Context: an optimization exercise on an open-source flow, tuned for small area. The choices shown serve that exercise and are no tape-out recipe. Power and IR drop assume default switching activity.

==> flow/design.v <==
`default_nettype none
module infix_expression_evaluator #(
	parameter int STACK_DEPTH = 16,
	parameter int VALUE_WIDTH = 32
) (
	input  wire logic        clk,
	input  wire logic        arst_n,
	input  wire logic        start,
	output logic             busy,
	input  wire logic [7:0]  symbol,
	input  wire logic        last,
	output logic             done,
	output logic [31:0]      value,
	output logic [1:0]       status
);
	localparam int N = 14;    
	localparam logic [2:0] P_ADD = 3'b000, P_SUB = 3'b001, P_MUL = 3'b100, P_DIV = 3'b101,
	                       P_OPEN = 3'b010, P_CLOSE = 3'b011, P_FIN = 3'b110, P_NOP = 3'b111;
	localparam logic [1:0] E_OK = 2'd0, E_BAD = 2'd1, E_DIVZ = 2'd2, E_STACK = 2'd3;
	localparam logic [3:0] S_IDLE = 4'd0, S_OPR = 4'd1, S_PRE = 4'd2, S_EMIT = 4'd3,
	                       S_M1 = 4'd4, S_A1 = 4'd5, S_M2 = 4'd6, S_ZC = 4'd7,
	                       S_IT = 4'd8, S_M3 = 4'd9, S_A2 = 4'd10, S_RF = 4'd11,
	                       S_POP = 4'd12, S_PW = 4'd13;
	logic [3:0]  state;
	logic [3:0]  ph;             
	logic [4:0]  cnt_d, cnt_o;   
	logic [1:0]  err;
	logic [2:0]  pend, top_o, sec_o;
	logic        lastq, neg;
	logic [4:0]  yrot;
	logic [31:0] X, Y;
	logic [32:0] R;
	logic [N*32-1:0] ring;
	logic [N*3-1:0]  oring;
	wire [31:0] tap  = ring[N*32-1 -: 32];
	wire [2:0]  otap = oring[N*3-1 -: 3];
	wire is_dig = (symbol >= 8'd48) && (symbol <= 8'd57);
	logic       is_op;
	logic [2:0] sym_code;
	always_comb begin
		is_op = 1'b1;
		sym_code = P_ADD;
		case (symbol)
			8'd43: sym_code = P_ADD;
			8'd45: sym_code = P_SUB;
			8'd42: sym_code = P_MUL;
			8'd47: sym_code = P_DIV;
			8'd40: sym_code = P_OPEN;
			8'd41: sym_code = P_CLOSE;
			default: is_op = 1'b0;
		endcase
	end
	wire [3:0] cd2 = 4'(cnt_d - 5'd2);
	wire [3:0] cd3 = 4'(cnt_d - 5'd3);
	wire [3:0] co2 = 4'(cnt_o - 5'd2);
	wire [3:0] co3 = 4'(cnt_o - 5'd3);
	wire d_empty = (cnt_d == 5'd0);
	wire d_lt2   = (cnt_d < 5'd2);
	wire d_full  = (cnt_d == 5'd16);
	wire o_empty = (cnt_o == 5'd0);
	wire o_lt2   = (cnt_o < 5'd2);
	wire o_lt3   = (cnt_o < 5'd3);
	wire o_full  = (cnt_o == 5'd16);
	wire yal = (yrot == 5'd0);
	wire dig_wait = is_dig && (err == E_OK) && !d_lt2 && !d_full && !yal;
	assign busy = (state != S_IDLE) || dig_wait;
	wire acc = start && !busy;
	wire op_mul = (top_o == P_MUL);
	wire op_div = (top_o == P_DIV);
	wire op_sub = (top_o == P_SUB);
	wire klast  = (yrot == 5'd31);
	logic        c, m, inv, cin;
	wire  [32:0] B  = ({X[31], X} & {33{m}}) ^ {33{inv}};
	wire  [32:0] A  = {R[31:0], c};
	logic [32:0] T;
	logic [15:0] s0, s1;
	logic [17:0] cl;
	logic [16:0] ch0, ch1;
	always_comb begin
		cl[0] = cin;
		for (int i = 0; i < 17; i++) begin
			T[i] = A[i] ^ B[i] ^ cl[i];
			cl[i+1] = (A[i] & B[i]) | (cl[i] & (A[i] ^ B[i]));
		end
		ch0[0] = 1'b0;
		ch1[0] = 1'b1;
		for (int i = 0; i < 16; i++) begin
			s0[i] = A[17+i] ^ B[17+i] ^ ch0[i];
			ch0[i+1] = (A[17+i] & B[17+i]) | (ch0[i] & (A[17+i] ^ B[17+i]));
			s1[i] = A[17+i] ^ B[17+i] ^ ch1[i];
			ch1[i+1] = (A[17+i] & B[17+i]) | (ch1[i] & (A[17+i] ^ B[17+i]));
		end
		T[32:17] = cl[17] ? s1 : s0;
	end
	always_comb begin
		c = 1'b0; m = 1'b1; inv = 1'b0; cin = 1'b0;
		case (state)
			S_A1: begin inv = X[31]; cin = X[31]; end
			S_ZC: begin inv = !X[31]; cin = !X[31]; end
			S_A2: begin inv = neg; cin = neg; end
			default: begin  
				if (op_mul) begin
					m = Y[31];
				end else if (op_div) begin
					c = Y[31];
					inv = !(R[32] ^ X[31]);
					cin = inv;
				end else begin
					c = Y[31] ^ op_sub;
					m = klast;
					cin = op_sub & klast;
				end
			end
		endcase
	end
	logic [3:0] state_n;
	logic [4:0] cnt_d_n, cnt_o_n;
	logic [1:0] err_n;
	logic [2:0] pend_n;
	logic       lastq_n;
	logic       wr_d, opush, opop;
	logic       red, push, pop, fin_now, cdone;
	logic       x_y, y_r, y_sh, y_tap, r_zero, r_dig, r_sum;
	always_comb begin
		state_n = state;
		cnt_d_n = cnt_d;
		cnt_o_n = cnt_o;
		err_n   = err;
		pend_n  = pend;
		lastq_n = lastq;
		wr_d = 1'b0; opush = 1'b0; opop = 1'b0;
		x_y = 1'b0; y_r = 1'b0; y_sh = 1'b0; y_tap = 1'b0;
		r_zero = 1'b0; r_dig = 1'b0; r_sum = 1'b0;
		done = 1'b0;
		red = 1'b0; push = 1'b0; pop = 1'b0; fin_now = 1'b0; cdone = 1'b0;
		case (state)
			S_IDLE: if (acc) begin
				if (err != E_OK) begin
					if (last) state_n = S_PRE;
				end else if (is_dig) begin
					if (d_full) begin
						err_n = E_STACK;
						if (last) state_n = S_PRE;
					end else begin
						x_y = 1'b1;
						y_r = 1'b1;
						r_dig = 1'b1;
						cnt_d_n = cnt_d + 5'd1;
						pend_n = P_FIN;
						lastq_n = last;
						if (!d_lt2) state_n = S_PW;
						else if (last) state_n = S_OPR;
					end
				end else if (is_op) begin
					pend_n = sym_code;
					lastq_n = last;
					state_n = S_OPR;
				end else begin
					err_n = E_BAD;
					if (last) state_n = S_PRE;
				end
			end
			S_OPR: begin
				case (pend)
					P_ADD, P_SUB: if (!o_empty && top_o != P_OPEN) red = 1'b1; else push = 1'b1;
					P_MUL, P_DIV: if (!o_empty && top_o[2]) red = 1'b1; else push = 1'b1;
					P_OPEN: push = 1'b1;
					P_CLOSE: begin
						if (o_empty) err_n = E_STACK;
						else if (top_o != P_OPEN) red = 1'b1;
						else begin pop = 1'b1; pend_n = P_NOP; end
					end
					P_NOP: cdone = 1'b1;
					default: begin  
						if (o_empty) fin_now = 1'b1;
						else if (top_o != P_OPEN) red = 1'b1;
						else pop = 1'b1;
					end
				endcase
				if (o_empty && pend == P_CLOSE) begin
					state_n = lastq ? S_PRE : S_IDLE;
				end else if (fin_now) begin
					if (d_empty) err_n = E_STACK;
					state_n = S_PRE;
				end else if (pop) begin
					state_n = S_POP;
				end else if (red) begin
					if (d_lt2) begin
						err_n = E_STACK;
						state_n = lastq ? S_PRE : S_IDLE;
					end else state_n = S_M1;
				end else if (push) begin
					if (o_full) begin
						err_n = E_STACK;
						state_n = lastq ? S_PRE : S_IDLE;
					end else if (o_lt2 || ph == co2) begin
						opush = 1'b1;
						cnt_o_n = cnt_o + 5'd1;
						cdone = 1'b1;
					end
				end
				if (cdone) begin
					if (lastq) pend_n = P_FIN;
					else state_n = S_IDLE;
				end
			end
			S_PW: begin
				if (ph == cd3) begin
					wr_d = 1'b1;
					state_n = lastq ? S_OPR : S_IDLE;
				end
			end
			S_POP: begin
				if (o_lt3 || ph == co3) begin
					opop = 1'b1;
					cnt_o_n = cnt_o - 5'd1;
					state_n = S_OPR;
				end
			end
			S_M1: if (yal) begin
				x_y = 1'b1;
				y_r = 1'b1;
				r_zero = 1'b1;
				cnt_d_n = cnt_d - 5'd1;
				state_n = op_div ? S_A1 : S_IT;
			end
			S_A1: begin
				r_sum = 1'b1;
				state_n = S_M2;
			end
			S_M2: if (yal) begin
				x_y = 1'b1;
				y_r = 1'b1;
				r_zero = 1'b1;
				state_n = S_ZC;
			end
			S_ZC: if (klast) begin
				if (!T[32]) begin
					err_n = E_DIVZ;
					state_n = lastq ? S_PRE : S_IDLE;
				end else state_n = S_IT;
			end
			S_IT: begin
				r_sum = 1'b1;
				y_sh = 1'b1;
				if (klast) state_n = op_div ? S_M3 : S_RF;
			end
			S_M3: begin
				x_y = 1'b1;
				r_zero = 1'b1;
				state_n = S_A2;
			end
			S_A2: begin
				r_sum = 1'b1;
				state_n = S_RF;
			end
			S_RF: begin
				if (d_lt2 || ph == cd2) begin
					y_tap = 1'b1;
					state_n = S_POP;
				end
			end
			S_PRE: begin
				r_zero = (err != E_OK);
				state_n = S_EMIT;
			end
			S_EMIT: begin
				done = 1'b1;
				cnt_d_n = 5'd0;
				cnt_o_n = 5'd0;
				err_n = E_OK;
				state_n = S_IDLE;
			end
			default: state_n = S_IDLE;
		endcase
	end
	always_ff @(posedge clk or negedge arst_n) begin
		if (!arst_n) begin
			state <= S_IDLE;
			ph    <= 4'd0;
			cnt_d <= 5'd0;
			cnt_o <= 5'd0;
			err   <= E_OK;
		end else begin
			state <= state_n;
			ph    <= (ph == 4'(N-1)) ? 4'd0 : ph + 4'd1;
			cnt_d <= cnt_d_n;
			cnt_o <= cnt_o_n;
			err   <= err_n;
		end
	end
	always_ff @(posedge clk) begin
		pend  <= pend_n;
		lastq <= lastq_n;
		if (state == S_M1) neg <= Y[31] ^ R[31];
		if (y_r || y_tap) yrot <= 5'd0;
		else yrot <= yrot + 5'd1;
		if (opush) begin
			top_o <= pend;
			sec_o <= top_o;
		end else if (opop) begin
			top_o <= sec_o;
			sec_o <= otap;
		end
		if (x_y) X <= Y;
		if (y_r) Y <= R[31:0];
		else if (y_tap) Y <= tap;
		else Y <= {Y[30:0], (state == S_IT && op_div) ? !T[32] : Y[31]};
		if (r_sum) R <= T;
		else if (r_dig) R <= {29'd0, symbol[3:0]};
		else if (r_zero) R <= 33'd0;
		ring  <= {ring[(N-1)*32-1:0], wr_d ? X : tap};
		oring <= {oring[(N-1)*3-1:0], (opush && !o_lt2) ? sec_o : otap};
	end
	assign value  = R[31:0];
	assign status = err;
endmodule
`default_nettype wire
export LEC_CHECK = 0
export CAP_MARGIN = 20
export CORE_MARGIN = 2
export CORE_UTILIZATION = 40
export SLEW_MARGIN = 20
create_clock -name core_clock -period 9.0 [get_ports {clk}]
standard.sh (not shown) runs the stock make flow with config.mk's settings and CLKGATE_MAP_FILE= SYNTH_SCRIPT=/design/flow/synth_recipe.tcl, a recipe that flattens the netlist after the stock synthesis.
==> flow/flow/run.sh <==
#!/bin/bash
# Layout flow: the standard flow (standard.sh, unchanged synthesis) with
# two settings passed through the environment:
#  - clock tree synthesis without dummy loads, with sink clusters of up to
#    20 flip-flops within 50 um, driven by clkbuf_8 cells;
#  - port buffers of the smallest buffer cell.
# The full output goes to standard.log in the work folder.
export CTS_ARGS="-sink_clustering_enable -repair_clock_nets -dont_use_dummy_load -sink_clustering_size 20 -sink_clustering_max_diameter 50 -buf_list sky130_fd_sc_hd__clkbuf_8"
export BUFFER_PORTS_ARGS="-buffer_cell sky130_fd_sc_hd__buf_1"
bash standard.sh > standard.log 2>&1
The baseline ran to the end with violations: negative setup slack.
Rerun with:
--- a/flow/design.v
+++ b/flow/design.v
@@ -74,22 +74,11 @@
 	wire  [32:0] A  = {R[31:0], c};
 	logic [32:0] T;
-	logic [15:0] s0, s1;
-	logic [17:0] cl;
-	logic [16:0] ch0, ch1;
+	logic [33:0] cy;
 	always_comb begin
-		cl[0] = cin;
-		for (int i = 0; i < 17; i++) begin
-			T[i] = A[i] ^ B[i] ^ cl[i];
-			cl[i+1] = (A[i] & B[i]) | (cl[i] & (A[i] ^ B[i]));
+		cy[0] = cin;
+		for (int i = 0; i < 33; i++) begin
+			T[i] = A[i] ^ B[i] ^ cy[i];
+			cy[i+1] = (A[i] & B[i]) | (cy[i] & (A[i] ^ B[i]));
 		end
-		ch0[0] = 1'b0;
-		ch1[0] = 1'b1;
-		for (int i = 0; i < 16; i++) begin
-			s0[i] = A[17+i] ^ B[17+i] ^ ch0[i];
-			ch0[i+1] = (A[17+i] & B[17+i]) | (ch0[i] & (A[17+i] ^ B[17+i]));
-			s1[i] = A[17+i] ^ B[17+i] ^ ch1[i];
-			ch1[i+1] = (A[17+i] & B[17+i]) | (ch1[i] & (A[17+i] ^ B[17+i]));
-		end
-		T[32:17] = cl[17] ? s1 : s0;
 	end
 	always_comb begin
The changed run ran to the end with violations: negative setup slack.
Combinational power climbs by 23%.
Power climbs by 11%.
Synthesized area hardly moves.
Clock-buffer cell count climbs by 1.
Cell count drops by 0.70%.
Clock skew is about the same.
Worst setup slack is worse by 0.13 ns.
Cell area hardly moves.
Function was not checked in any run of this note: the RTL went through the layout flow alone.

[port drivers added, routing unchanged]
How much do the figures lean on ideal ports? The routed layouts below were timed once more, with nothing changed but the port constraints.
Step 1: set_driving_cell puts a clkbuf_16 on clk and a buf_2 on each other input, an assumption about the parent block.
Step 2 moves the port delays by t, midway between the first and last clock arrival at a register: inputs arrive t later, outputs are due t later. That takes back most of the time a late clock gives input paths.
a / b / c = ideal / step 1 / step 2; a / b = the first two.
| run | t, ns | setup slack, ns | worst hold slack (ns) |
|---|---|---|---|
| the first run | 0.635 | -4.296 / -4.296 / -4.296 | 0.270 / 0.270 / 0.270 |
| the second run | 0.653 | -4.423 / -4.423 / -4.423 | 0.282 / 0.282 / 0.282 |
